Background: an optimization exercise with open tools, aiming at small area, a short achievable clock period and few clock cycles per item. Do not read the settings as production practice. Function was checked by simulation only, so behaviour that the tests miss may differ from the original. Power is estimated from default activity; no workload was simulated.

<file path="design/flow/design.v">
`timescale 1ns/1ns
`default_nettype none
module carry_select_adder #(
    parameter int WIDTH = 64
) (
    input  logic             clk,
    input  logic             arst_n,
    input  logic             in_valid,
    input  logic             cin,
    input  logic [WIDTH-1:0] a,
    input  logic [WIDTH-1:0] b,
    output logic             out_valid,
    output logic             cout,
    output logic [WIDTH-1:0] sum
);
    logic [63:0] p;
    logic [63:0] g0;
    logic [63:0] p0;
    logic [64:0] c;
    logic [63:0] s;
    assign p = a ^ b;
    assign g0 = {a[63:1] & b[63:1], (a[0] & b[0]) | (p[0] & cin)};
    assign p0 = {p[63:1], 1'b0};
    wire g_1_1 = g0[1] | (p0[1] & g0[0]);
    wire p_1_1 = p0[1] & p0[0];
    wire g_1_3 = g0[3] | (p0[3] & g0[2]);
    wire p_1_3 = p0[3] & p0[2];
    wire g_1_5 = g0[5] | (p0[5] & g0[4]);
    wire p_1_5 = p0[5] & p0[4];
    wire g_1_7 = g0[7] | (p0[7] & g0[6]);
    wire p_1_7 = p0[7] & p0[6];
    wire g_1_9 = g0[9] | (p0[9] & g0[8]);
    wire p_1_9 = p0[9] & p0[8];
    wire g_1_11 = g0[11] | (p0[11] & g0[10]);
    wire p_1_11 = p0[11] & p0[10];
    wire g_1_13 = g0[13] | (p0[13] & g0[12]);
    wire p_1_13 = p0[13] & p0[12];
    wire g_1_15 = g0[15] | (p0[15] & g0[14]);
    wire p_1_15 = p0[15] & p0[14];
    wire g_1_17 = g0[17] | (p0[17] & g0[16]);
    wire p_1_17 = p0[17] & p0[16];
    wire g_1_19 = g0[19] | (p0[19] & g0[18]);
    wire p_1_19 = p0[19] & p0[18];
    wire g_1_21 = g0[21] | (p0[21] & g0[20]);
    wire p_1_21 = p0[21] & p0[20];
    wire g_1_23 = g0[23] | (p0[23] & g0[22]);
    wire p_1_23 = p0[23] & p0[22];
    wire g_1_25 = g0[25] | (p0[25] & g0[24]);
    wire p_1_25 = p0[25] & p0[24];
    wire g_1_27 = g0[27] | (p0[27] & g0[26]);
    wire p_1_27 = p0[27] & p0[26];
    wire g_1_29 = g0[29] | (p0[29] & g0[28]);
    wire p_1_29 = p0[29] & p0[28];
    wire g_1_31 = g0[31] | (p0[31] & g0[30]);
    wire p_1_31 = p0[31] & p0[30];
    wire g_1_33 = g0[33] | (p0[33] & g0[32]);
    wire p_1_33 = p0[33] & p0[32];
    wire g_1_35 = g0[35] | (p0[35] & g0[34]);
    wire p_1_35 = p0[35] & p0[34];
    wire g_1_37 = g0[37] | (p0[37] & g0[36]);
    wire p_1_37 = p0[37] & p0[36];
    wire g_1_39 = g0[39] | (p0[39] & g0[38]);
    wire p_1_39 = p0[39] & p0[38];
    wire g_1_41 = g0[41] | (p0[41] & g0[40]);
    wire p_1_41 = p0[41] & p0[40];
    wire g_1_43 = g0[43] | (p0[43] & g0[42]);
    wire p_1_43 = p0[43] & p0[42];
    wire g_1_45 = g0[45] | (p0[45] & g0[44]);
    wire p_1_45 = p0[45] & p0[44];
    wire g_1_47 = g0[47] | (p0[47] & g0[46]);
    wire p_1_47 = p0[47] & p0[46];
    wire g_1_49 = g0[49] | (p0[49] & g0[48]);
    wire p_1_49 = p0[49] & p0[48];
    wire g_1_51 = g0[51] | (p0[51] & g0[50]);
    wire p_1_51 = p0[51] & p0[50];
    wire g_1_53 = g0[53] | (p0[53] & g0[52]);
    wire p_1_53 = p0[53] & p0[52];
    wire g_1_55 = g0[55] | (p0[55] & g0[54]);
    wire p_1_55 = p0[55] & p0[54];
    wire g_1_57 = g0[57] | (p0[57] & g0[56]);
    wire p_1_57 = p0[57] & p0[56];
    wire g_1_59 = g0[59] | (p0[59] & g0[58]);
    wire p_1_59 = p0[59] & p0[58];
    wire g_1_61 = g0[61] | (p0[61] & g0[60]);
    wire p_1_61 = p0[61] & p0[60];
    wire g_1_63 = g0[63] | (p0[63] & g0[62]);
    wire p_1_63 = p0[63] & p0[62];
    wire g_2_3 = g_1_3 | (p_1_3 & g_1_1);
    wire p_2_3 = p_1_3 & p_1_1;
    wire g_2_7 = g_1_7 | (p_1_7 & g_1_5);
    wire p_2_7 = p_1_7 & p_1_5;
    wire g_2_11 = g_1_11 | (p_1_11 & g_1_9);
    wire p_2_11 = p_1_11 & p_1_9;
    wire g_2_15 = g_1_15 | (p_1_15 & g_1_13);
    wire p_2_15 = p_1_15 & p_1_13;
    wire g_2_19 = g_1_19 | (p_1_19 & g_1_17);
    wire p_2_19 = p_1_19 & p_1_17;
    wire g_2_23 = g_1_23 | (p_1_23 & g_1_21);
    wire p_2_23 = p_1_23 & p_1_21;
    wire g_2_27 = g_1_27 | (p_1_27 & g_1_25);
    wire p_2_27 = p_1_27 & p_1_25;
    wire g_2_31 = g_1_31 | (p_1_31 & g_1_29);
    wire p_2_31 = p_1_31 & p_1_29;
    wire g_2_35 = g_1_35 | (p_1_35 & g_1_33);
    wire p_2_35 = p_1_35 & p_1_33;
    wire g_2_39 = g_1_39 | (p_1_39 & g_1_37);
    wire p_2_39 = p_1_39 & p_1_37;
    wire g_2_43 = g_1_43 | (p_1_43 & g_1_41);
    wire p_2_43 = p_1_43 & p_1_41;
    wire g_2_47 = g_1_47 | (p_1_47 & g_1_45);
    wire p_2_47 = p_1_47 & p_1_45;
    wire g_2_51 = g_1_51 | (p_1_51 & g_1_49);
    wire p_2_51 = p_1_51 & p_1_49;
    wire g_2_55 = g_1_55 | (p_1_55 & g_1_53);
    wire p_2_55 = p_1_55 & p_1_53;
    wire g_2_59 = g_1_59 | (p_1_59 & g_1_57);
    wire p_2_59 = p_1_59 & p_1_57;
    wire g_2_63 = g_1_63 | (p_1_63 & g_1_61);
    wire p_2_63 = p_1_63 & p_1_61;
    wire g_3_5 = g_1_5 | (p_1_5 & g_2_3);
    wire p_3_5 = p_1_5 & p_2_3;
    wire g_3_7 = g_2_7 | (p_2_7 & g_2_3);
    wire p_3_7 = p_2_7 & p_2_3;
    wire g_3_13 = g_1_13 | (p_1_13 & g_2_11);
    wire p_3_13 = p_1_13 & p_2_11;
    wire g_3_15 = g_2_15 | (p_2_15 & g_2_11);
    wire p_3_15 = p_2_15 & p_2_11;
    wire g_3_21 = g_1_21 | (p_1_21 & g_2_19);
    wire p_3_21 = p_1_21 & p_2_19;
    wire g_3_23 = g_2_23 | (p_2_23 & g_2_19);
    wire p_3_23 = p_2_23 & p_2_19;
    wire g_3_29 = g_1_29 | (p_1_29 & g_2_27);
    wire p_3_29 = p_1_29 & p_2_27;
    wire g_3_31 = g_2_31 | (p_2_31 & g_2_27);
    wire p_3_31 = p_2_31 & p_2_27;
    wire g_3_37 = g_1_37 | (p_1_37 & g_2_35);
    wire p_3_37 = p_1_37 & p_2_35;
    wire g_3_39 = g_2_39 | (p_2_39 & g_2_35);
    wire p_3_39 = p_2_39 & p_2_35;
    wire g_3_45 = g_1_45 | (p_1_45 & g_2_43);
    wire p_3_45 = p_1_45 & p_2_43;
    wire g_3_47 = g_2_47 | (p_2_47 & g_2_43);
    wire p_3_47 = p_2_47 & p_2_43;
    wire g_3_53 = g_1_53 | (p_1_53 & g_2_51);
    wire p_3_53 = p_1_53 & p_2_51;
    wire g_3_55 = g_2_55 | (p_2_55 & g_2_51);
    wire p_3_55 = p_2_55 & p_2_51;
    wire g_3_61 = g_1_61 | (p_1_61 & g_2_59);
    wire p_3_61 = p_1_61 & p_2_59;
    wire g_3_63 = g_2_63 | (p_2_63 & g_2_59);
    wire p_3_63 = p_2_63 & p_2_59;
    wire g_4_9 = g_1_9 | (p_1_9 & g_3_7);
    wire p_4_9 = p_1_9 & p_3_7;
    wire g_4_11 = g_2_11 | (p_2_11 & g_3_7);
    wire p_4_11 = p_2_11 & p_3_7;
    wire g_4_13 = g_3_13 | (p_3_13 & g_3_7);
    wire p_4_13 = p_3_13 & p_3_7;
    wire g_4_15 = g_3_15 | (p_3_15 & g_3_7);
    wire p_4_15 = p_3_15 & p_3_7;
    wire g_4_25 = g_1_25 | (p_1_25 & g_3_23);
    wire p_4_25 = p_1_25 & p_3_23;
    wire g_4_27 = g_2_27 | (p_2_27 & g_3_23);
    wire p_4_27 = p_2_27 & p_3_23;
    wire g_4_29 = g_3_29 | (p_3_29 & g_3_23);
    wire p_4_29 = p_3_29 & p_3_23;
    wire g_4_31 = g_3_31 | (p_3_31 & g_3_23);
    wire p_4_31 = p_3_31 & p_3_23;
    wire g_4_41 = g_1_41 | (p_1_41 & g_3_39);
    wire p_4_41 = p_1_41 & p_3_39;
    wire g_4_43 = g_2_43 | (p_2_43 & g_3_39);
    wire p_4_43 = p_2_43 & p_3_39;
    wire g_4_45 = g_3_45 | (p_3_45 & g_3_39);
    wire p_4_45 = p_3_45 & p_3_39;
    wire g_4_47 = g_3_47 | (p_3_47 & g_3_39);
    wire p_4_47 = p_3_47 & p_3_39;
    wire g_4_57 = g_1_57 | (p_1_57 & g_3_55);
    wire p_4_57 = p_1_57 & p_3_55;
    wire g_4_59 = g_2_59 | (p_2_59 & g_3_55);
    wire p_4_59 = p_2_59 & p_3_55;
    wire g_4_61 = g_3_61 | (p_3_61 & g_3_55);
    wire p_4_61 = p_3_61 & p_3_55;
    wire g_4_63 = g_3_63 | (p_3_63 & g_3_55);
    wire p_4_63 = p_3_63 & p_3_55;
    wire g_5_17 = g_1_17 | (p_1_17 & g_4_15);
    wire p_5_17 = p_1_17 & p_4_15;
    wire g_5_19 = g_2_19 | (p_2_19 & g_4_15);
    wire p_5_19 = p_2_19 & p_4_15;
    wire g_5_21 = g_3_21 | (p_3_21 & g_4_15);
    wire p_5_21 = p_3_21 & p_4_15;
    wire g_5_23 = g_3_23 | (p_3_23 & g_4_15);
    wire p_5_23 = p_3_23 & p_4_15;
    wire g_5_25 = g_4_25 | (p_4_25 & g_4_15);
    wire p_5_25 = p_4_25 & p_4_15;
    wire g_5_27 = g_4_27 | (p_4_27 & g_4_15);
    wire p_5_27 = p_4_27 & p_4_15;
    wire g_5_29 = g_4_29 | (p_4_29 & g_4_15);
    wire p_5_29 = p_4_29 & p_4_15;
    wire g_5_31 = g_4_31 | (p_4_31 & g_4_15);
    wire p_5_31 = p_4_31 & p_4_15;
    wire g_5_49 = g_1_49 | (p_1_49 & g_4_47);
    wire p_5_49 = p_1_49 & p_4_47;
    wire g_5_51 = g_2_51 | (p_2_51 & g_4_47);
    wire p_5_51 = p_2_51 & p_4_47;
    wire g_5_53 = g_3_53 | (p_3_53 & g_4_47);
    wire p_5_53 = p_3_53 & p_4_47;
    wire g_5_55 = g_3_55 | (p_3_55 & g_4_47);
    wire p_5_55 = p_3_55 & p_4_47;
    wire g_5_57 = g_4_57 | (p_4_57 & g_4_47);
    wire p_5_57 = p_4_57 & p_4_47;
    wire g_5_59 = g_4_59 | (p_4_59 & g_4_47);
    wire p_5_59 = p_4_59 & p_4_47;
    wire g_5_61 = g_4_61 | (p_4_61 & g_4_47);
    wire p_5_61 = p_4_61 & p_4_47;
    wire g_5_63 = g_4_63 | (p_4_63 & g_4_47);
    wire p_5_63 = p_4_63 & p_4_47;
    wire g_6_33 = g_1_33 | (p_1_33 & g_5_31);
    wire p_6_33 = p_1_33 & p_5_31;
    wire g_6_35 = g_2_35 | (p_2_35 & g_5_31);
    wire p_6_35 = p_2_35 & p_5_31;
    wire g_6_37 = g_3_37 | (p_3_37 & g_5_31);
    wire p_6_37 = p_3_37 & p_5_31;
    wire g_6_39 = g_3_39 | (p_3_39 & g_5_31);
    wire p_6_39 = p_3_39 & p_5_31;
    wire g_6_41 = g_4_41 | (p_4_41 & g_5_31);
    wire p_6_41 = p_4_41 & p_5_31;
    wire g_6_43 = g_4_43 | (p_4_43 & g_5_31);
    wire p_6_43 = p_4_43 & p_5_31;
    wire g_6_45 = g_4_45 | (p_4_45 & g_5_31);
    wire p_6_45 = p_4_45 & p_5_31;
    wire g_6_47 = g_4_47 | (p_4_47 & g_5_31);
    wire p_6_47 = p_4_47 & p_5_31;
    wire g_6_49 = g_5_49 | (p_5_49 & g_5_31);
    wire p_6_49 = p_5_49 & p_5_31;
    wire g_6_51 = g_5_51 | (p_5_51 & g_5_31);
    wire p_6_51 = p_5_51 & p_5_31;
    wire g_6_53 = g_5_53 | (p_5_53 & g_5_31);
    wire p_6_53 = p_5_53 & p_5_31;
    wire g_6_55 = g_5_55 | (p_5_55 & g_5_31);
    wire p_6_55 = p_5_55 & p_5_31;
    wire g_6_57 = g_5_57 | (p_5_57 & g_5_31);
    wire p_6_57 = p_5_57 & p_5_31;
    wire g_6_59 = g_5_59 | (p_5_59 & g_5_31);
    wire p_6_59 = p_5_59 & p_5_31;
    wire g_6_61 = g_5_61 | (p_5_61 & g_5_31);
    wire p_6_61 = p_5_61 & p_5_31;
    wire g_6_63 = g_5_63 | (p_5_63 & g_5_31);
    wire p_6_63 = p_5_63 & p_5_31;
    wire g_7_2 = g0[2] | (p0[2] & g_1_1);
    wire p_7_2 = p0[2] & p_1_1;
    wire g_7_4 = g0[4] | (p0[4] & g_2_3);
    wire p_7_4 = p0[4] & p_2_3;
    wire g_7_6 = g0[6] | (p0[6] & g_3_5);
    wire p_7_6 = p0[6] & p_3_5;
    wire g_7_8 = g0[8] | (p0[8] & g_3_7);
    wire p_7_8 = p0[8] & p_3_7;
    wire g_7_10 = g0[10] | (p0[10] & g_4_9);
    wire p_7_10 = p0[10] & p_4_9;
    wire g_7_12 = g0[12] | (p0[12] & g_4_11);
    wire p_7_12 = p0[12] & p_4_11;
    wire g_7_14 = g0[14] | (p0[14] & g_4_13);
    wire p_7_14 = p0[14] & p_4_13;
    wire g_7_16 = g0[16] | (p0[16] & g_4_15);
    wire p_7_16 = p0[16] & p_4_15;
    wire g_7_18 = g0[18] | (p0[18] & g_5_17);
    wire p_7_18 = p0[18] & p_5_17;
    wire g_7_20 = g0[20] | (p0[20] & g_5_19);
    wire p_7_20 = p0[20] & p_5_19;
    wire g_7_22 = g0[22] | (p0[22] & g_5_21);
    wire p_7_22 = p0[22] & p_5_21;
    wire g_7_24 = g0[24] | (p0[24] & g_5_23);
    wire p_7_24 = p0[24] & p_5_23;
    wire g_7_26 = g0[26] | (p0[26] & g_5_25);
    wire p_7_26 = p0[26] & p_5_25;
    wire g_7_28 = g0[28] | (p0[28] & g_5_27);
    wire p_7_28 = p0[28] & p_5_27;
    wire g_7_30 = g0[30] | (p0[30] & g_5_29);
    wire p_7_30 = p0[30] & p_5_29;
    wire g_7_32 = g0[32] | (p0[32] & g_5_31);
    wire p_7_32 = p0[32] & p_5_31;
    wire g_7_34 = g0[34] | (p0[34] & g_6_33);
    wire p_7_34 = p0[34] & p_6_33;
    wire g_7_36 = g0[36] | (p0[36] & g_6_35);
    wire p_7_36 = p0[36] & p_6_35;
    wire g_7_38 = g0[38] | (p0[38] & g_6_37);
    wire p_7_38 = p0[38] & p_6_37;
    wire g_7_40 = g0[40] | (p0[40] & g_6_39);
    wire p_7_40 = p0[40] & p_6_39;
    wire g_7_42 = g0[42] | (p0[42] & g_6_41);
    wire p_7_42 = p0[42] & p_6_41;
    wire g_7_44 = g0[44] | (p0[44] & g_6_43);
    wire p_7_44 = p0[44] & p_6_43;
    wire g_7_46 = g0[46] | (p0[46] & g_6_45);
    wire p_7_46 = p0[46] & p_6_45;
    wire g_7_48 = g0[48] | (p0[48] & g_6_47);
    wire p_7_48 = p0[48] & p_6_47;
    wire g_7_50 = g0[50] | (p0[50] & g_6_49);
    wire p_7_50 = p0[50] & p_6_49;
    wire g_7_52 = g0[52] | (p0[52] & g_6_51);
    wire p_7_52 = p0[52] & p_6_51;
    wire g_7_54 = g0[54] | (p0[54] & g_6_53);
    wire p_7_54 = p0[54] & p_6_53;
    wire g_7_56 = g0[56] | (p0[56] & g_6_55);
    wire p_7_56 = p0[56] & p_6_55;
    wire g_7_58 = g0[58] | (p0[58] & g_6_57);
    wire p_7_58 = p0[58] & p_6_57;
    wire g_7_60 = g0[60] | (p0[60] & g_6_59);
    wire p_7_60 = p0[60] & p_6_59;
    wire g_7_62 = g0[62] | (p0[62] & g_6_61);
    wire p_7_62 = p0[62] & p_6_61;
    assign c[0] = cin;
    assign c[1] = g0[0];
    assign c[2] = g_1_1;
    assign c[3] = g_7_2;
    assign c[4] = g_2_3;
    assign c[5] = g_7_4;
    assign c[6] = g_3_5;
    assign c[7] = g_7_6;
    assign c[8] = g_3_7;
    assign c[9] = g_7_8;
    assign c[10] = g_4_9;
    assign c[11] = g_7_10;
    assign c[12] = g_4_11;
    assign c[13] = g_7_12;
    assign c[14] = g_4_13;
    assign c[15] = g_7_14;
    assign c[16] = g_4_15;
    assign c[17] = g_7_16;
    assign c[18] = g_5_17;
    assign c[19] = g_7_18;
    assign c[20] = g_5_19;
    assign c[21] = g_7_20;
    assign c[22] = g_5_21;
    assign c[23] = g_7_22;
    assign c[24] = g_5_23;
    assign c[25] = g_7_24;
    assign c[26] = g_5_25;
    assign c[27] = g_7_26;
    assign c[28] = g_5_27;
    assign c[29] = g_7_28;
    assign c[30] = g_5_29;
    assign c[31] = g_7_30;
    assign c[32] = g_5_31;
    assign c[33] = g_7_32;
    assign c[34] = g_6_33;
    assign c[35] = g_7_34;
    assign c[36] = g_6_35;
    assign c[37] = g_7_36;
    assign c[38] = g_6_37;
    assign c[39] = g_7_38;
    assign c[40] = g_6_39;
    assign c[41] = g_7_40;
    assign c[42] = g_6_41;
    assign c[43] = g_7_42;
    assign c[44] = g_6_43;
    assign c[45] = g_7_44;
    assign c[46] = g_6_45;
    assign c[47] = g_7_46;
    assign c[48] = g_6_47;
    assign c[49] = g_7_48;
    assign c[50] = g_6_49;
    assign c[51] = g_7_50;
    assign c[52] = g_6_51;
    assign c[53] = g_7_52;
    assign c[54] = g_6_53;
    assign c[55] = g_7_54;
    assign c[56] = g_6_55;
    assign c[57] = g_7_56;
    assign c[58] = g_6_57;
    assign c[59] = g_7_58;
    assign c[60] = g_6_59;
    assign c[61] = g_7_60;
    assign c[62] = g_6_61;
    assign c[63] = g_7_62;
    assign c[64] = g_6_63;
    assign s = p ^ c[63:0];
    always_ff @(posedge clk or negedge arst_n)
    begin
        if (!arst_n)
        begin
            out_valid <= 1'b0;
        end
        else
        begin
            out_valid <= in_valid;
        end
    end
    always_ff @(posedge clk)
    begin
        {cout, sum} <= {c[64], s};
    end
endmodule
`default_nettype wire
</file>
<file path="design/flow/flow/run.sh">
#!/bin/bash
# Standard layout, but the port buffers are plain buf cells instead of the
# delay buffer buffer_ports picks by itself.
set -euo pipefail
cd "$(dirname "$0")/.."
export BUFFER_PORTS_ARGS="-buffer_cell ${PORT_BUF:-sky130_fd_sc_hd__buf_2}"
export ADDER_MAP_FILE=
bash standard.sh > standard_flow.log 2>&1
</file>
<file path="design/flow/constraint.sdc">
create_clock -name core_clock -period 3.5 [get_ports {clk}]
set_input_delay 0.7000 -clock core_clock [delete_from_list [all_inputs] [get_ports {clk}]]
set_output_delay 0.7000 -clock core_clock [all_outputs]
set_load 0.01 [all_outputs]
</file>
<file path="design/flow/standard.sh">
#!/bin/bash
# synth_recipe.tcl (not shown) runs the flow's synth.tcl, then flattens the netlist and writes it again
# the make line also repeats each setting of config.mk as NAME=value (left out here)
make -C /OpenROAD-flow-scripts/flow DESIGN_CONFIG=/design/flow/config.mk WORK_HOME=/design/flow/orfs CLKGATE_MAP_FILE= SYNTH_SCRIPT=/design/flow/synth_recipe.tcl "${@:-finish}"
</file>
<file path="design/flow/config.mk">
export PLATFORM = sky130hd
export DESIGN_NAME = carry_select_adder
export DESIGN_NICKNAME = carry_select_adder
export VERILOG_FILES = /design/flow/design.v
export SDC_FILE = /design/flow/constraint.sdc
export NUM_CORES = 4
export LEC_CHECK = 0
export ABC_AREA = 1
export CAP_MARGIN = 20
export CORE_MARGIN = 2
export CORE_UTILIZATION = 40
export SLEW_MARGIN = 20
</file>
==> flow_summary.yaml, run 1 <==
run_status:
  outcome: "finished clean"
worst_setup_path:
  startpoint_type: "primary input"
  critPathKind: "in2reg"
  startpoint: "a[34]"
  critPathMaxFanout: 3
  cp_data_arrival_time_ps: 2560
  end_kind: "flop"
  required_ps: 3800
sta:
  layout_setup_ws_ps: 1230
  setup_violations: 0
  rsz0062_at_grt: "no"
  fin_crit_ps: 2270
  fin_crit_sh: 0.647
  maxSlewViolCount: 0
  worst_pin_slew_ps: 354
  timing.slew.headroom: 0.763
  timing.fmax_mhz: 441
  hold_ws_ps: 109
  hold_viol_final: 0
  fin_setup_tns_ps: 0
placed_design:
  dp_cells: 1066
  port_buffers: 197
  dp_slack_ps: 902
  place.gp.congestion: 0.816
  dp_hpwl_um: 9080
  dpl-instance-area_um2: 5570
layout:
  layout_commonest_cell: "nand2_1"
  mostFrequentLayoutCells: "nand2_1, buf_2, nor2_1"
  fin_cells: 1082
  layout-drive-gt1-share: 0.275
  fillers: 1139
  final_area_um2: 5750
  diodes: 0
  final_core_utilization: 0.531
  area_growth_syn_to_layout_pct: 29.9
  nNetsFinal: 1069
power:
  power.leakage_nw: 3.53
  finalPower_mw: 2.33
  power_density_nw_per_um2: 406
  vdd_drop_max_uv: 187
cts:
  cts_tree: "done"
  cts_max_level: 3
  cts_buffers: 9
  clockBufferDepth: 2
  root_buffer: "clkbuf_8"
  cts_setup_buffers: 0
  clk_pin_slew_worst_paths_ps: 70
  cts_sinks: 66
  cts_hold_buf: 0
  ctsResizeCount: 0
routing:
  avgRoutedWirePerCell_um: 9.95
  drc: 0
  viasPerCell: 4.41
  dr.pass1.iters: 5
  drt_first_iter_violations: 121
  wl_um: 10800
  dr_total_vias: 4771
  postRouteAntennaNets: 0
global_routing:
  grt.total_usage: 0.186
  grt_max_degree: 18
  grt_pass1_vias: 4385
  overflow: 0
  grt_antenna_before_repair: 0
  grt_pass1_wl_um: 17600
synthesis:
  syn_inst: 730
  synth_edf_count: 0
  synth_top_cell_area_share: 0.294
  yosysTopAreaCell: "dfxtp_1"
  synth.distinct_cells: 31
  synth_nets: 862
  synth_ff_type: "dfxtp_1"
  ys_warn_count: 1
  yosys-top-cells-area: "dfxtp_1, nand2_1, nor2_1"
  synthesis.area_um2: 4430
  synth-seq-cells: 66
  yosysSeqAreaShare: 0.300
  synthArstFlopShare: 0.0152
  avgSynthCellArea_um2: 6.07
die:
  core_um2: 10800
  chipHeight_um: 109
  boundaryPins: 198
  start_util: 0.408
  dieArea_um2: 11900
  die_x_um: 109
  rows: 38
flow_run:
  cap_viol_max_count: 0
worst_hold_path:
  hold_class: "in2async"
[cell usage after synthesis (3+ instances only)]
cell / instances
nand2_4: 6
a31oi_1: 4
nor2_2: 3
nand2_2: 27
nand3_1: 25
nor2_1: 113
or2_2: 5
dfxtp_1: 65
nand2_1: 245
a21oi_1: 35
xnor2_1: 10
inv_1: 107
xor2_1: 47
o21ai_0: 17
[power by group]
part	total (mW)	leakage [nW]	switching [mW]	internal, mW
logic	0.787	2.87	0.468	0.319
registers	0.931	0.560	0.0355	0.895
clock network	0.615	0.0965	0.301	0.314
total	2.33	3.53	0.805	1.53
[critical path: stages]
cell and delay [ps]:
buf_2 120, nand2_2 80, inv_1 60, nor2_1 180, nand2_1 120, clkinv_1 60
nand2_1 60, nor2_1 130, nand2_1 110, nor2_1 140, nand4_1 200, nor2_1 140
nand2_1 60, nand2_1 130, nand2_1 80, nand2_1 80, nand2_1 60, nand2_1 50
[path summary, 6_finish.rpt]
path / slack (ps) / end
min in group core_clock: 460 / out_valid$_DFF_PN0_
setup / recovery: 1230 / cout$_DFF_P_
hold / removal: 110 / out_valid$_DFF_PN0_
max in group asynchronous: 3310 / out_valid$_DFF_PN0_
[sequential cells by signal (all words and copies together), names as in the netlist]
register and flops:
cout 1, out_valid 1, sum 64
[metal layers]
| layer | share of wire | global-route usage |
|---|---|---|
| met2 | 0.45 | 0.317 |
| met5 | 0 | 0 |
| met3 | 0.080 | 0.0442 |
| met1 | 0.44 | 0.216 |
| met4 | 0.030 | 0.0949 |
[cell type report]
| class | count | area, µm² | share of cell area |
|---|---|---|---|
| multi-input cells | 554 | 2670 | 0.465 |
| clock buffers | 14 | 173 | 0.0300 |
| clock inverters | 2 | 10.0 | 0.00174 |
| well taps | 140 | 175 | 0.0305 |
| inverters | 109 | 409 | 0.0711 |
| repair buffers | 197 | 986 | 0.171 |
| flip-flops and latches | 66 | 1330 | 0.231 |
[cells by family (layout without fill, tap and decap cells)]
family	Yosys count	in the layout	synth area share
and+or+nand+nor	431	431	0.408
buffers and inverters	110	322	0.0969
DFF	66	66	0.300
AOI/OAI and AO/OA	65	65	0.0794
xor gates and xnor gates	58	58	0.116
Testbench counts, summed over its fixed seeds: cycles 16,000, items 16,000.
==> inputs of run 2 (changes only) <==
--- a/design/flow/config.mk
+++ b/design/flow/config.mk
@@ -6,5 +6,4 @@
 export NUM_CORES = 4
 export LEC_CHECK = 0
-export ABC_AREA = 1
 export CAP_MARGIN = 20
 export CORE_MARGIN = 2
==> flow_summary.yaml, run 2 <==
layout:
  layout-drive-gt1-share: 0.375
  area_growth_syn_to_layout_pct: 38.4
  diodes: 0
  nNetsFinal: 897
  mostFrequentLayoutCells: "buf_2, xnor2_1, dfxtp_1"
  fin_cells: 910
  largest_reg_flops: 64
  layout_commonest_cell: "buf_2"
run_status:
  outcome: "finished clean"
routing:
  postRouteAntennaNets: 0
  viasPerCell: 5.18
  wl_um: 12500
  avgRoutedWirePerCell_um: 13.7
  dr_total_vias: 4714
  drc: 0
  dr.pass1.iters: 4
  drt_first_iter_violations: 225
power:
  netSwitchingFraction: 0.332
  power.share.combinational: 0.376
  p_int_mw: 1.74
  p_switching_uw: 863
  power_density_nw_per_um2: 418
  vdd_drop_max_uv: 207
  pwr-share-clk: 0.256
  power.leakage_nw: 2.71
  seq_power_share: 0.368
cts:
  root_buffer: "clkbuf_8"
  ctsResizeCount: 0
  clk_pin_slew_worst_paths_ps: 80
  cts_sinks: 66
  cts_tree: "done"
  cts_buffers: 9
  cts_setup_buffers: 0
  cts_max_level: 3
  cts_hold_buf: 0
  clockBufferDepth: 2
flow_run:
  cap_viol_max_count: 0
worst_setup_path:
  required_ps: 3760
  crit_slowest_cell: "nor4_1"
  startpoint_type: "primary input"
  crit_buf_inv: 3
  cp_slowest_stage_delay_ps: 550
  critPathMaxFanout: 5
  crit_family: "compound AO/OA/AOI/OAI gates"
  cp_cell_sequence: "buf_2 -> xnor2_1 -> nor4_1 -> nand3_1 -> o21ai_2 -> o2111ai_2 -> buf_4 -> a32oi_1 -> o31ai_1 -> a31oi_2 -> buf_4 -> a22oi_1 -> nor3_1"
  critPathKind: "in2reg"
  end_kind: "flop"
  cp_data_arrival_time_ps: 3500
  crit_top_cell: "buf_4"
sta:
  layout_setup_ws_ps: 262
  timing.slew.headroom: 0.607
  setup_violations: 0
  fin_crit_sh: 0.925
  timing.fmax_mhz: 309
  maxSlewViolCount: 0
  hold_viol_final: 0
  rsz0062_at_grt: "no"
  fin_crit_ps: 3240
  worst_pin_slew_ps: 574
synthesis:
  synth_edf_count: 0
  synth.distinct_cells: 63
  ys_warn_count: 1
  synth_top_cell_area_share: 0.289
  synth_nets: 642
  synthArstFlopShare: 0.0152
  avgSynthCellArea_um2: 8.82
  synth_xor_area_frac: 0.241
  synth_mux_area_frac: 0
  yosys-top-cells-area: "dfxtp_1, xnor2_1, maj3_1"
  synth_simple_gate_area_frac: 0.145
  yosysSeqAreaShare: 0.295
  synth_fa_ha_area_frac: 0.0798
  yosysTopAreaCell: "dfxtp_1"
  synth_ff_type: "dfxtp_1"
  synth-seq-cells: 66
  synth_most_common_cell: "xnor2_1"
  synth_compound_area_frac: 0.220
  synth_common_cells: "xnor2_1, dfxtp_1, nand2_1, maj3_1"
  syn_inst: 510
  synth_top_family_by_area: "XOR/XNOR gates"
  synthesis.area_um2: 4500
die:
  rows: 38
  die_x_um: 110
  core_um2: 10900
  dieArea_um2: 12100
  start_util: 0.413
  chipHeight_um: 110
  boundaryPins: 198
worst_hold_path:
  hold_class: "in2async"
global_routing:
  grt_pass1_vias: 4404
  grt_antenna_before_repair: 2
  grt_max_degree: 13
  grt_pass1_wl_um: 19400
  overflow: 0
  grt.total_usage: 0.204
placed_design:
  dp_cells: 894
  port_buffers: 197
  dp_hpwl_um: 10600
  dp_slack_ps: -87.5
  place.gp.congestion: 0.855
-- run 2: changes by cell type in the layout (fill, tap and decap cells not counted), moves of 28 or more --
cell and delta:
xnor2_1 +87, nor2_1 -86, maj3_1 +28, buf_4 +50, inv_1 -88, nand2_1 -213
-- run 2: cell families (layout without fill, tap and decap cells) --
kind of cell,after synthesis,in the layout
flops,66,66
compound gates,136,136
buf+inv,23,283
simple gates,126,126
xor+xnor,124,124
fa+ha+maj,35,35
-- run 2: worst paths after layout --
check	slack, ps	end	depth (start not counted)	startpoint
worst max-delay path	260	sum[45]$_DFF_P_	13	a[10]
worst min-delay path	100	out_valid$_DFF_PN0_	1	arst_n
max in group asynchronous	3320	out_valid$_DFF_PN0_	1	arst_n
min in group core_clock	450	out_valid$_DFF_PN0_	1	in_valid
-- run 2: final cells by class --
class | count | area (µm²)
repair buffers | 247 | 1360
clock inverters | 6 | 65.1
inverters | 20 | 75.1
multi-input cells | 421 | 3090
fillers | 1049 | 4660
well taps | 140 | 175
flip-flops and latches | 66 | 1330
clock buffers | 10 | 138
-- run 2: layer usage --
metal  global-route usage  up-vias  wire length, µm
met4               0.0895        4              251
li1                     -     2408                -
met3               0.0406       22              759
met2                0.365      132             6240
met5                    0        -               24
met1                0.233     2148             5190
-- run 2: metrics by stage --
| stage | util | setup TNS (ps) | hold WS (ps) | total power, mW | cell area, µm² |
|---|---|---|---|---|---|
| final | 0.572 | 0 | 102 | 2.60 | 6230 |
| after global routing | 0.572 | 0 | 85.0 | 2.77 | 6230 |
| after CTS | 0.572 | 0 | 84.8 | 2.63 | 6230 |
| after detailed placement | 0.553 | -476 | 478 | 1.96 | 6030 |
| after global placement | 0.553 | -190 | 475 | 1.94 | 6030 |
| after floorplan | - | 0 | 404 | 1.50 | 4500 |
-- run 2: power groups by stage --
stage	clock, mW	combinational [mW]	sequential, mW
after global routing	0.722	1.08	0.973
after CTS	0.684	0.985	0.960
final	0.666	0.978	0.957
after global placement	0	0.962	0.973
after detailed placement	0	0.982	0.976
after floorplan	0	0.436	1.07
==> inputs of run 3 (changes only) <==
--- a/design/flow/flow/run.sh
+++ b/design/flow/flow/run.sh
@@ -5,4 +5,3 @@
 cd "$(dirname "$0")/.."
 export BUFFER_PORTS_ARGS="-buffer_cell ${PORT_BUF:-sky130_fd_sc_hd__buf_2}"
-export ADDER_MAP_FILE=
 bash standard.sh > standard_flow.log 2>&1
==> flow_summary.yaml, run 3 <==
run_status:
  outcome: "finished clean"
sta:
  worst_pin_slew_ps: 416
  setup_violations: 0
  hold_viol_final: 0
  fin_crit_ps: 3230
  maxSlewViolCount: 0
  fin_setup_tns_ps: 0
  timing.slew.headroom: 0.719
  rsz0062_at_grt: "no"
  timing.fmax_mhz: 309
  fin_crit_sh: 0.924
synthesis:
  synth-seq-cells: 66
  synth_common_cells: "dfxtp_1, ha_1, inv_1, fa_1, a21oi_1"
  yosys-top-cells-area: "dfxtp_1, ha_1, fa_1"
  avgSynthCellArea_um2: 10.6
  yosysSeqAreaShare: 0.317
  synth_top_cell_area_share: 0.311
  syn_inst: 396
  synth_most_common_cell: "dfxtp_1"
  synth.distinct_cells: 48
  synthArstFlopShare: 0.0152
  synth_ff_type: "dfxtp_1"
  yosysTopAreaCell: "dfxtp_1"
  synth_edf_count: 0
  ys_warn_count: 1
  synth_nets: 623
  synthesis.area_um2: 4190
layout:
  fillers: 972
  nNetsFinal: 844
  mostFrequentLayoutCells: "buf_2, dfxtp_1, ha_1"
  final_area_um2: 5630
  layout-drive-gt1-share: 0.395
  final_core_utilization: 0.550
  largest_reg_flops: 64
  layout_commonest_cell: "buf_2"
  diodes: 0
  area_growth_syn_to_layout_pct: 34.3
worst_setup_path:
  critPathKind: "in2reg"
  startpoint_type: "primary input"
  critPathMaxFanout: 4
  cp_data_arrival_time_ps: 3460
  end_kind: "flop"
  required_ps: 3730
cts:
  cts_max_level: 3
  clk_pin_slew_worst_paths_ps: 70
  cts_hold_buf: 0
  cts_sinks: 66
  ctsResizeCount: 0
  cts_setup_buffers: 0
  cts_tree: "done"
  clockBufferDepth: 2
  root_buffer: "clkbuf_8"
  cts_buffers: 9
placed_design:
  dp_hpwl_um: 8800
  dpl-instance-area_um2: 5440
  port_buffers: 197
  place.gp.congestion: 0.818
die:
  start_util: 0.409
  core_um2: 10200
  rows: 37
  boundaryPins: 198
  chipHeight_um: 106
  dieArea_um2: 11300
  die_x_um: 106
worst_hold_path:
  hold_class: "in2async"
global_routing:
  overflow: 0
  grt_max_degree: 12
  grt_antenna_before_repair: 1
  grt_pass1_vias: 3693
  grt_pass1_wl_um: 16200
  grt.total_usage: 0.183
routing:
  dr.pass1.iters: 4
  drt_first_iter_violations: 84
  drc: 0
  avgRoutedWirePerCell_um: 13.3
  dr_total_vias: 3565
  wl_um: 10100
  viasPerCell: 4.71
  postRouteAntennaNets: 0
flow_run:
  cap_viol_max_count: 0
power:
  vdd_drop_max_uv: 201
  power_density_nw_per_um2: 425
  power.leakage_nw: 2.98
==> run 3: cell families (layout without fill, tap and decap cells) <==
logic type | after synthesis | count (layout) | share of synthesized area
buf+inv | 58 | 283 | 0.0520
xor+xnor | 31 | 31 | 0.0648
simple gates | 60 | 60 | 0.0818
flops | 66 | 66 | 0.317
fa+ha+maj | 95 | 95 | 0.343
compound gates | 86 | 86 | 0.142
==> run 3: layout make-up <==
type,instances,area [µm²],share of cell area
Multi-Input combinational cell,272,2650,0.471
Sequential cell,66,1330,0.236
Timing Repair Buffer,210,1080,0.193
Inverter,58,218,0.0387
Tap cell,136,170,0.0302
Clock buffer,12,135,0.0240
Clock inverter,3,42.5,0.00756
==> run 3: metal layers <==
| metal | part of all wire | global-route usage |
|---|---|---|
| met1 | 0.40 | 0.208 |
| met2 | 0.47 | 0.313 |
| met3 | 0.091 | 0.0558 |
| met5 | 0.00069 | 0 |
| met4 | 0.031 | 0.0883 |
==> run 3: worst max-delay path by stage <==
stage	start	endpoint	depth (start not counted)
floorplan	a[0]	sum[47]$_DFF_P_	14
global placement	a[0]	sum[47]$_DFF_P_	16
detailed placement	b[0]	sum[47]$_DFF_P_	16
CTS	b[0]	sum[47]$_DFF_P_	16
global route	a[0]	sum[31]$_DFF_P_	15
finish	b[0]	sum[31]$_DFF_P_	15
==> run 3: report_power, final <==
| group | internal (mW) | switching [mW] | total [mW] |
|---|---|---|---|
| logic | 0.380 | 0.438 | 0.818 |
| registers | 0.920 | 0.0394 | 0.959 |
| clock network | 0.325 | 0.289 | 0.614 |
| total | 1.63 | 0.766 | 2.39 |
==> run 3: critical path: stages <==
cell	delay (ps)
buf_2	90
inv_1	70
fa_1	170
inv_1	50
fa_1	390
a21oi_1	200
nor2_1	90
o31ai_1	260
buf_4	160
nand2_2	70
a21o_2	220
a21oi_2	230
o311ai_0	180
fa_1	410
xor2_1	170
==> run 3: metrics by stage <==
step / hold WS (ps) / setup slack [ps] / power [mW] / instances
6_report: 117 / 265 / 2.39 / 757
3_3_place_gp: 474 / -111 / 1.78 / 742
2_1_floorplan: 404 / 213 / 1.42 / 396
3_5_place_dp: 478 / -171 / 1.80 / 742
5_1_grt: 101 / 64.0 / 2.56 / 757
4_1_cts: 95.6 / 172 / 2.43 / 757
==> inputs of run 4 (changes only) <==
==> design/flow/flow/run.sh (replaced) <==
#!/bin/bash
# Standard layout, but the port buffers are plain buf cells instead of the
# delay buffer buffer_ports picks by itself.
set -euo pipefail
cd "$(dirname "$0")/.."
export BUFFER_PORTS_ARGS="-buffer_cell ${PORT_BUF:-sky130_fd_sc_hd__buf_1}"
export ADDER_MAP_FILE=
bash standard.sh > standard_flow.log 2>&1
--- a/design/flow/config.mk
+++ b/design/flow/config.mk
@@ -6,4 +6,5 @@
 export NUM_CORES = 4
 export LEC_CHECK = 0
+export ABC_AREA = 1
 export CAP_MARGIN = 20
 export CORE_MARGIN = 2
==> flow_summary.yaml, run 4 <==
run_status:
  outcome: "finished clean"
worst_setup_path:
  critPathMaxFanout: 8
  critPathKind: "in2reg"
  required_ps: 3780
  cp_cell_sequence: "buf_1 -> nand2_1 -> inv_1 -> nor2_1 -> nand2_1 -> o21ai_1 -> nand2_1 -> nand3_1 -> nand2_1 -> nand2_2 -> a21oi_1 -> nand2_1 -> nand2_1 -> nand2_1 -> nand2_1 -> nand2_1"
  end_kind: "flop"
  crit_top_cell: "nand2_1"
  crit_slowest_cell: "o21ai_1"
  startpoint_type: "primary input"
  cp_slowest_stage_delay_ps: 260
  cp_data_arrival_time_ps: 2540
  startpoint: "a[35]"
layout:
  largest_reg_flops: 64
  nNetsFinal: 1069
  area_growth_syn_to_layout_pct: 25.5
  final_area_um2: 5560
  diodes: 0
  layout-drive-gt1-share: 0.0679
  layout_commonest_cell: "nand2_1"
  mostFrequentLayoutCells: "nand2_1, buf_1, nor2_1"
  final_core_utilization: 0.513
synthesis:
  synth-seq-cells: 66
  synth_nets: 862
  synth_top_cell_area_share: 0.294
  yosys-top-cells-area: "dfxtp_1, nand2_1, nor2_1"
  synth_most_common_cell: "nand2_1"
  yosysSeqAreaShare: 0.300
  synth.distinct_cells: 31
  synth_edf_count: 0
  synth_common_cells: "nand2_1, nor2_1, inv_1, dfxtp_1, xor2_1"
  synthesis.area_um2: 4430
  synthArstFlopShare: 0.0152
  synth_ff_type: "dfxtp_1"
  syn_inst: 730
  yosysTopAreaCell: "dfxtp_1"
  ys_warn_count: 1
  avgSynthCellArea_um2: 6.07
global_routing:
  grt_pass1_wl_um: 16400
  grt_max_degree: 18
  grt.total_usage: 0.172
  overflow: 0
  grt_pass1_vias: 4028
  grt_antenna_before_repair: 0
routing:
  dr.pass1.iters: 4
  drc: 0
  dr.max_layer_used: "met4"
  viasPerCell: 4.28
  avgRoutedWirePerCell_um: 9.29
  dr_total_vias: 4629
  drt_first_iter_violations: 151
  routed-wl-met3_um: 715
  postRouteAntennaNets: 0
  wl_um: 10100
  wl_met1_um: 4760
  wl_met2_um: 4430
sta:
  maxSlewViolCount: 0
  setup_violations: 0
  fin_crit_ps: 2250
  hold_viol_final: 0
  timing.slew.headroom: 0.767
  layout_setup_ws_ps: 1250
  timing.fmax_mhz: 444
  fin_setup_tns_ps: 0
  worst_pin_slew_ps: 347
  fin_crit_sh: 0.643
  rsz0062_at_grt: "no"
die:
  boundaryPins: 198
  die_x_um: 109
  dieArea_um2: 11900
  rows: 38
  core_um2: 10800
  chipHeight_um: 109
  start_util: 0.408
cts:
  clockBufferDepth: 2
  cts_hold_buf: 0
  cts_max_level: 3
  ctsResizeCount: 0
  cts_sinks: 66
  cts_tree: "done"
  root_buffer: "clkbuf_8"
  cts_setup_buffers: 0
  cts_buffers: 9
  clk_pin_slew_worst_paths_ps: 80
placed_design:
  dp_slack_ps: 878
  dp_hpwl_um: 8520
  dpl-instance-area_um2: 5320
  place.gp.congestion: 0.797
  port_buffers: 197
worst_hold_path:
  hold_class: "in2async"
power:
  power_density_nw_per_um2: 434
  power.leakage_nw: 3.00
  vdd_drop_max_uv: 194
flow_run:
  cap_viol_max_count: 0
-- run 4: kinds of logic after synthesis --
logic type,after synthesis,synth area share
simple gates,431,0.408
buf+inv,110,0.0969
compound gates,65,0.0794
flops,66,0.300
xor+xnor,58,0.116
-- run 4: power by group --
| group | internal (mW) | total (mW) | leakage (nW) | switching, mW |
|---|---|---|---|---|
| logic | 0.261 | 0.721 | 2.33 | 0.460 |
| registers | 0.895 | 0.935 | 0.560 | 0.0393 |
| clock network | 0.444 | 0.760 | 0.116 | 0.316 |
-- run 4: critical path, delay by kind of cell --
family	cells	cell delay [ps]
AO/OA/AOI/OAI	2	350
buffers and inverters	2	130
AND/OR/NAND/NOR	12	1360
-- run 4: final cells by class --
cell class	instances	area [µm²]
Inverter	109	409
Sequential cell	66	1330
Clock inverter	5	85.1
Tap cell	140	175
Timing Repair Buffer	197	739
Clock buffer	11	151
Fill cell	1134	5280
Multi-Input combinational cell	554	2670
-- run 4: worst paths after layout --
check                      slack [ps]  cells after the start                  end
min                               110                      1  out_valid$_DFF_PN0_
max in group asynchronous        3300                      1  out_valid$_DFF_PN0_
min in group core_clock           460                      1  out_valid$_DFF_PN0_
max                              1250                     16      sum[63]$_DFF_P_
-- run 4: metrics by stage --
step | cells | total power [mW] | hold WS [ps]
2_1_floorplan | 730 | 1.43 | 404
3_3_place_gp | 1066 | 1.68 | 464
3_5_place_dp | 1066 | 1.68 | 464
4_1_cts | 1082 | 2.45 | 84.6
5_1_grt | 1082 | 2.60 | 79.3
6_report | 1082 | 2.41 | 106
-- run 4: metal layers --
layer	GRT usage	vias up
met5	0	-
met1	0.207	1883
met3	0.0508	13
met2	0.287	121
met4	0.0687	0
li1	-	2612
==> inputs of run 5 (changes only) <==
--- a/design/flow/config.mk
+++ b/design/flow/config.mk
@@ -10,3 +10,4 @@
 export CORE_MARGIN = 2
 export CORE_UTILIZATION = 40
+export SETUP_SLACK_MARGIN = 1.5
 export SLEW_MARGIN = 20
==> flow_summary.yaml, run 5 <==
run_status:
  outcome: "finished clean"
synthesis:
  yosysTopAreaCell: "dfxtp_1"
  synth_edf_count: 0
  syn_inst: 730
  synth.distinct_cells: 31
  synthArstFlopShare: 0.0152
  synth_common_cells: "nand2_1, nor2_1, inv_1, dfxtp_1, xor2_1"
  yosys-top-cells-area: "dfxtp_1, nand2_1, nor2_1"
  synth_nets: 862
  synth-seq-cells: 66
  synth_most_common_cell: "nand2_1"
  ys_warn_count: 1
  synth_top_cell_area_share: 0.294
  yosysSeqAreaShare: 0.300
  avgSynthCellArea_um2: 6.07
  synthesis.area_um2: 4430
  synth_ff_type: "dfxtp_1"
layout:
  area_growth_syn_to_layout_pct: 53.6
  layout-drive-gt1-share: 0.323
  largest_reg_flops: 64
  seq_area_um2: 1330
  nNetsFinal: 1109
  fin_cells: 1122
  final_core_utilization: 0.627
  multi_input_area_um2: 3550
  mostFrequentLayoutCells: "nand2_1, buf_1, inv_1"
  fillers: 1027
  layout_commonest_cell: "nand2_1"
  final_area_um2: 6800
  diodes: 0
die:
  dieArea_um2: 11900
  boundaryPins: 198
  rows: 38
  chipHeight_um: 109
  start_util: 0.408
  core_um2: 10800
  die_x_um: 109
sta:
  setup_violations: 0
  timing.slew.headroom: 0.727
  worst_pin_slew_ps: 408
  fin_crit_sh: 0.572
  timing.fmax_mhz: 500
  fin_crit_ps: 2000
  hold_viol_final: 0
  fin_setup_tns_ps: 0
  rsz0062_at_grt: "yes"
  maxSlewViolCount: 0
worst_setup_path:
  end_kind: "flop"
  cp_data_arrival_time_ps: 2240
  startpoint_type: "primary input"
  critPathKind: "in2reg"
  required_ps: 3730
  critPathMaxFanout: 8
cts:
  cts_max_level: 3
  cts_sinks: 66
  cts_buffers: 9
  root_buffer: "clkbuf_8"
  clk_pin_slew_worst_paths_ps: 70
  clockBufferDepth: 2
  cts_tree: "done"
placed_design:
  dp_cells: 1066
  dpl-instance-area_um2: 5440
  dp_hpwl_um: 8470
  port_buffers: 197
  place.gp.congestion: 0.773
routing:
  viasPerCell: 4.47
  avgRoutedWirePerCell_um: 10.8
  dr_total_vias: 5018
  drc: 0
  drt_first_iter_violations: 155
  wl_um: 12100
  postRouteAntennaNets: 0
  dr.pass1.iters: 4
worst_hold_path:
  hold_class: "in2async"
flow_run:
  cap_viol_max_count: 0
global_routing:
  grt_pass1_vias: 4169
  grt_antenna_before_repair: 0
  grt_pass1_wl_um: 17000
  grt_max_degree: 13
  grt.total_usage: 0.180
  overflow: 0
power:
  vdd_drop_max_uv: 229
  power.leakage_nw: 3.50
  power_density_nw_per_um2: 372
  finalPower_mw: 2.53
[run 5: logic make-up after synthesis]
family | share of synthesized area
AO/OA/AOI/OAI | 0.0794
flip-flops | 0.300
AND/OR/NAND/NOR | 0.408
XOR/XNOR | 0.116
buffers and inverters | 0.0969
[run 5: final timing paths]
path	to	start	depth (start not counted)	slack, ps
min in group core_clock	out_valid$_DFF_PN0_	in_valid	1	460
setup / recovery	sum[62]$_DFF_P_	a[5]	15	1500
max in group asynchronous	out_valid$_DFF_PN0_	arst_n	1	3310
hold / removal	out_valid$_DFF_PN0_	arst_n	1	90
[run 5: layer usage]
| layer | vias up | routed length (µm) | global-route usage |
|---|---|---|---|
| met4 | 0 | 81 | 0.0407 |
| met2 | 133 | 6120 | 0.314 |
| met1 | 2171 | 5150 | 0.214 |
| met5 | - | 0 | 0 |
| met3 | 8 | 742 | 0.0592 |
| li1 | 2706 | - | - |
[run 5: layout make-up]
cell class	count	share of cell area
multi-input cells	555	0.522
repair buffers	236	0.168
clock inverters	7	0.0103
inverters	109	0.0611
well taps	140	0.0258
flip-flops and latches	66	0.195
clock buffers	9	0.0182
[run 5: critical path: stages]
cell     delay, ps
buf_4          120
nor2_4         110
nor2_4          60
a21oi_2        140
nor2_1          70
nor2_2         150
nand2_4         90
nand2_4         80
nand2_8         70
nand2_8        110
nand2_8        110
nand2_2         80
nand2_2         60
buf_4          130
xor2_1         130
[run 5: power breakdown]
| group | switching, mW | internal, mW | total [mW] | leakage [nW] |
|---|---|---|---|---|
| registers | 0.0386 | 0.895 | 0.934 | 0.560 |
| logic | 0.576 | 0.369 | 0.945 | 2.85 |
| clock network | 0.325 | 0.326 | 0.651 | 0.0873 |
[run 5: repair_timing]
| action | 4_1_cts | 5_1_grt |
|---|---|---|
| cloned | 1 | 0 |
| hold buffers | 0 | 0 |
| buffers inserted | 14 | 25 |
| pin swaps | 22 | 74 |
| endpoints found under the setup margin | 32 | 44 |
| resized for setup | 43 | 226 |
[run 5: through the flow]
| stage | hold slack, ps | worst slack [ps] |
|---|---|---|
| 2_1_floorplan | 404 | 1330 |
| 4_1_cts | 78.1 | 1490 |
| 3_3_place_gp | 465 | 934 |
| 6_report | 94.7 | 1500 |
| 5_1_grt | 68.9 | 1400 |
| 3_5_place_dp | 468 | 944 |
==> inputs of run 6 (changes only) <==
--- a/design/flow/config.mk
+++ b/design/flow/config.mk
@@ -10,4 +10,4 @@
 export CORE_MARGIN = 2
 export CORE_UTILIZATION = 40
-export SETUP_SLACK_MARGIN = 1.5
+export SETUP_SLACK_MARGIN = 1.3
 export SLEW_MARGIN = 20
==> flow_summary.yaml, run 6 <==
run_status:
  outcome: "finished clean"
sta:
  fin_crit_ps: 2140
  maxSlewViolCount: 0
  timing.slew.headroom: 0.782
  timing.fmax_mhz: 467
  hold_ws_ps: 99.2
  rsz0062_at_grt: "yes"
  hold_viol_final: 0
  worst_pin_slew_ps: 326
  fin_crit_sh: 0.612
  fin_setup_tns_ps: 0
  layout_setup_ws_ps: 1360
  setup_violations: 0
global_routing:
  overflow: 0
  grt_max_degree: 18
  grt_antenna_before_repair: 0
  grt.total_usage: 0.172
  grt_pass1_wl_um: 16400
  grt_pass1_vias: 4031
power:
  p_int_mw: 1.63
  power_density_nw_per_um2: 422
  p_switching_uw: 849
  netSwitchingFraction: 0.343
  pwr-share-clk: 0.309
  power.share.combinational: 0.314
  power.leakage_nw: 3.09
  vdd_drop_max_uv: 194
  seq_power_share: 0.378
cts:
  cts_hold_buf: 0
  root_buffer: "clkbuf_8"
  cts_buffers: 9
  cts_max_level: 3
  clk_pin_slew_worst_paths_ps: 80
  cts_tree: "done"
  clockBufferDepth: 2
  cts_sinks: 66
synthesis:
  synth_common_cells: "nand2_1, nor2_1, inv_1, dfxtp_1, xor2_1"
  synth-seq-cells: 66
  synth.distinct_cells: 31
  synth_edf_count: 0
  yosysTopAreaCell: "dfxtp_1"
  synth_nets: 862
  ys_warn_count: 1
  synth_top_cell_area_share: 0.294
  yosysSeqAreaShare: 0.300
  syn_inst: 730
  synth_most_common_cell: "nand2_1"
  synth_ff_type: "dfxtp_1"
  avgSynthCellArea_um2: 6.07
  synthArstFlopShare: 0.0152
  synthesis.area_um2: 4430
  yosys-top-cells-area: "dfxtp_1, nand2_1, nor2_1"
die:
  die_x_um: 109
  core_um2: 10800
  dieArea_um2: 11900
  rows: 38
  start_util: 0.408
  boundaryPins: 198
  chipHeight_um: 109
layout:
  area_growth_syn_to_layout_pct: 32.6
  final_core_utilization: 0.541
  fillers: 1120
  nNetsFinal: 1082
  largest_reg_flops: 64
  mostFrequentLayoutCells: "nand2_1, buf_1, inv_1"
  layout_commonest_cell: "nand2_1"
  diodes: 0
  fin_cells: 1095
  layout-drive-gt1-share: 0.127
placed_design:
  place.gp.congestion: 0.797
  dp_cells: 1066
  dp_hpwl_um: 8520
  port_buffers: 197
  dp_slack_ps: 878
worst_setup_path:
  cp_data_arrival_time_ps: 2430
  crit_top_cell: "nand2_1"
  required_ps: 3790
  startpoint_type: "primary input"
  end_kind: "flop"
  cp_slowest_stage_delay_ps: 170
  cp_cell_sequence: "buf_1 -> or2_2 -> nand2_1 -> nor2_1 -> nand2_1 -> nor2_2 -> nand2_2 -> nor2_4 -> nand4_1 -> nor2_1 -> nand2_1 -> nand2_2 -> nand2_1 -> nand2_1 -> nand2_1 -> nand2_1"
  critPathKind: "in2reg"
  critPathMaxFanout: 3
  crit_slowest_cell: "nand4_1"
routing:
  postRouteAntennaNets: 0
  drt_first_iter_violations: 138
  dr_total_vias: 4744
  avgRoutedWirePerCell_um: 9.76
  drc: 0
  dr.pass1.iters: 4
  viasPerCell: 4.33
  wl_um: 10700
flow_run:
  cap_viol_max_count: 0
worst_hold_path:
  hold_class: "in2async"
-- run 6: critical path: cells and delay by family --
family	cells	cell delay, ps
buffers and inverters	1	130
and+or+nand+nor	15	1590
-- run 6: what timing repair did --
action                     in CTS  in global routing
setup buffers                   0                 11
setup endpoints to repair       3                 36
hold endpoints to repair        0                  0
pin swaps                       1                 16
gates cloned                    0                  2
resized for setup               3                 55
-- run 6: metal layers --
metal,routed length [µm],GRT usage,vias to the layer above,share of wire
met3,725,0.0508,18,0.068
met2,4790,0.287,128,0.45
met4,215,0.0687,0,0.020
met1,4960,0.207,1950,0.46
met5,0,0,-,0
li1,-,-,2648,-
-- run 6: layout make-up --
class | instances | area (µm²) | area share
repair buffers | 208 | 822 | 0.140
clock inverters | 5 | 85.1 | 0.0145
flip-flops and latches | 66 | 1330 | 0.226
multi-input cells | 556 | 2900 | 0.494
inverters | 109 | 409 | 0.0697
clock buffers | 11 | 151 | 0.0258
well taps | 140 | 175 | 0.0298
-- run 6: metrics by stage --
stage	power [mW]	area [µm²]
2_1_floorplan	1.43	4430
3_3_place_gp	1.68	5320
3_5_place_dp	1.68	5320
4_1_cts	2.45	5570
5_1_grt	2.66	5870
6_report	2.48	5870
-- run 6: power groups by stage --
stage,registers [mW],logic (mW),clock network [mW]
finish,0.935,0.777,0.764
detailed placement,0.952,0.729,0
CTS,0.936,0.733,0.785
global placement,0.956,0.724,0
global route,0.949,0.886,0.822
floorplan,1.03,0.406,0
-- run 6: final timing paths --
kind                          start  depth (start not counted)                   to
min in group core_clock    in_valid                          1  out_valid$_DFF_PN0_
min                          arst_n                          1  out_valid$_DFF_PN0_
max                           b[33]                         16      sum[63]$_DFF_P_
max in group asynchronous    arst_n                          1  out_valid$_DFF_PN0_
-- run 6: kinds of logic after synthesis --
group	share of synthesized area
simple gates	0.408
buf+inv	0.0969
flops	0.300
compound gates	0.0794
xor+xnor	0.116
==> inputs of run 7 (changes only) <==
--- a/design/flow/config.mk
+++ b/design/flow/config.mk
@@ -9,5 +9,4 @@
 export CAP_MARGIN = 20
 export CORE_MARGIN = 2
-export CORE_UTILIZATION = 40
-export SETUP_SLACK_MARGIN = 1.3
+export CORE_UTILIZATION = 60
 export SLEW_MARGIN = 20
==> flow_summary.yaml, run 7 <==
worst_setup_path:
  cp_cell_sequence: "buf_1 -> nand2_2 -> inv_1 -> nor2_1 -> nand2_1 -> clkinv_1 -> nand2_1 -> nor2_1 -> nand2_1 -> nor2_1 -> nand4_1 -> nor2_1 -> nand2_1 -> nand2_1 -> nand2_1 -> nand2_1 -> nand2_1 -> nand2_1"
  critPathMaxFanout: 3
  crit_slowest_cell: "nor2_1"
  crit_buf_inv: 3
  cp_data_arrival_time_ps: 2560
  end_kind: "flop"
  cp_slowest_stage_delay_ps: 180
  required_ps: 3790
  crit_family: "simple AND/OR/NAND/NOR gates"
  critPathKind: "in2reg"
  startpoint_type: "primary input"
  crit_top_cell: "nand2_1"
die:
  chipHeight_um: 89.9
  core_um2: 7210
  start_util: 0.614
  die_x_um: 89.9
  rows: 31
  dieArea_um2: 8080
  boundaryPins: 198
synthesis:
  synthArstFlopShare: 0.0152
  synth_top_cell_area_share: 0.294
  ys_warn_count: 1
  synth.distinct_cells: 31
  synth-seq-cells: 66
  yosysTopAreaCell: "dfxtp_1"
  yosys-top-cells-area: "dfxtp_1, nand2_1, nor2_1"
  synthesis.area_um2: 4430
  syn_inst: 730
  synth_edf_count: 0
  synth_most_common_cell: "nand2_1"
  synth_common_cells: "nand2_1, nor2_1, inv_1, dfxtp_1, xor2_1"
  yosysSeqAreaShare: 0.300
  synth_nets: 862
  avgSynthCellArea_um2: 6.07
  synth_ff_type: "dfxtp_1"
routing:
  postRouteAntennaNets: 0
  wl_um: 10600
  dr_total_vias: 4904
  dr.pass1.iters: 4
  viasPerCell: 4.71
  drc: 0
  drt_first_iter_violations: 157
  avgRoutedWirePerCell_um: 10.2
flow_run:
  cap_viol_max_count: 0
power:
  power.leakage_nw: 3.01
  vdd_drop_max_uv: 252
  power_density_nw_per_um2: 450
sta:
  layout_setup_ws_ps: 1230
  fin_crit_ps: 2270
  fin_setup_tns_ps: 0
  worst_pin_slew_ps: 356
  hold_viol_final: 0
  maxSlewViolCount: 0
  fin_crit_sh: 0.650
  timing.slew.headroom: 0.760
  setup_violations: 0
  timing.fmax_mhz: 440
  rsz0062_at_grt: "no"
global_routing:
  grt_pass1_vias: 4510
  grt.total_usage: 0.265
  grt_pass1_wl_um: 17800
  grt_max_degree: 18
  overflow: 0
  grt_antenna_before_repair: 0
cts:
  ctsResizeCount: 0
  cts_max_level: 3
  clk_pin_slew_worst_paths_ps: 70
  cts_sinks: 66
  cts_tree: "done"
  root_buffer: "clkbuf_8"
  cts_buffers: 9
  cts_hold_buf: 0
  cts_setup_buffers: 0
  clockBufferDepth: 2
layout:
  nNetsFinal: 1069
  diodes: 0
  area_growth_syn_to_layout_pct: 24.8
  largest_reg_flops: 64
  layout-drive-gt1-share: 0.0669
  mostFrequentLayoutCells: "nand2_1, buf_1, nor2_1"
  layout_commonest_cell: "nand2_1"
placed_design:
  dp_slack_ps: 949
  place.gp.congestion: 0.874
  dp_hpwl_um: 8820
  port_buffers: 197
worst_hold_path:
  hold_class: "in2async"
run_status:
  outcome: "finished clean"
[run 7: cell counts after synthesis]
Identical to the previous run, type by type.
[run 7: cell families after synthesis]
family	Yosys count	share of synthesized area
AOI/OAI and AO/OA	65	0.0794
xor gates and xnor gates	58	0.116
buffers and inverters	110	0.0969
DFF	66	0.300
and+or+nand+nor	431	0.408
[run 7: power by group]
part           internal [mW]  switching (mW)  leakage (nW)
Combinational          0.261           0.467          2.33
Sequential             0.896          0.0415         0.560
Clock                  0.513           0.306         0.123
Total                   1.67           0.815          3.01
[run 7: per-stage QoR]
step	cell area, µm²	hold slack (ps)	util	total power [mW]	cells
after floorplan	4430	404	-	1.43	730
after global placement	5270	463	0.731	1.65	1025
after detailed placement	5270	465	0.731	1.68	1025
after CTS	5520	98.3	0.766	2.50	1041
after global routing	5520	103	0.766	2.63	1041
final	5520	109	0.766	2.48	1041
[run 7: routing by layer]
layer / track usage / part of all wire
met5: 0 / 0
met2: 0.499 / 0.49
met1: 0.294 / 0.42
met3: 0.0528 / 0.069
met4: 0.0987 / 0.020
[run 7: final cells by class]
type,instances,area [µm²]
timing repair buffer,197,739
clock inverter,4,97.6
fill,595,1690
clock buffer,12,155
sequential,66,1330
multi-input combinational,554,2670
tap,99,124
inverter,109,409
[run 7: worst max path at each step]
stage,to,cells past startpoint,start
finish,sum[63]$_DFF_P_,18,b[34]
global route,cout$_DFF_P_,18,a[34]
CTS,sum[63]$_DFF_P_,18,a[34]
detailed placement,sum[63]$_DFF_P_,16,a[8]
global placement,sum[63]$_DFF_P_,17,a[34]
floorplan,sum[53]$_DFF_P_,18,b[2]

[static timing again, ports no longer ideal]
The results above use ideal ports. As a check the final layouts listed here were re-extracted and re-timed, cells and wires unchanged. Step 1 assumes that a clkbuf_16 drives the clock port and a buf_2 every other input. Step 2 moves the port delays by t, midway between the first and last clock arrival at a register: inputs arrive t later, outputs are due t later. That takes back most of the time a late clock gives input paths. Three values: no drivers, after step 1, after step 2; two values: the first two.
run | t, ns | setup slack, ns | hold WS [ns] | slew at the worst register clock pin (ns) | pins driven straight from the clock port
run 1 | 0.385 | 1.234 / 1.239 / 0.855 | 0.109 / 0.100 / 0.484 | 0.08 / 0.08 | 1
run 2 | 0.382 | 0.262 / 0.271 / -0.111 | 0.102 / 0.092 / 0.474 | 0.08 / 0.08 | 1
run 3 | 0.372 | 0.265 / 0.276 / -0.097 | 0.117 / 0.105 / 0.478 | 0.08 / 0.08 | 1
run 4 | 0.368 | 1.249 / 1.234 / 0.865 | 0.106 / 0.099 / 0.468 | 0.08 / 0.08 | 1
run 5 | 0.385 | 1.499 / 1.499 / 1.114 | 0.095 / 0.085 / 0.470 | 0.08 / 0.08 | 1
run 6 | 0.377 | 1.360 / 1.371 / 0.995 | 0.099 / 0.092 / 0.468 | 0.08 / 0.08 | 1
run 7 | 0.374 | 1.227 / 1.237 / 0.863 | 0.109 / 0.102 / 0.476 | 0.08 / 0.08 | 1
With both steps, setup timing fails in run 2 and run 3, where it was met with ideal ports. The setup slack of run 5, which loses most, moves by 0.000 ns with the drivers and by -0.385 ns with both steps.
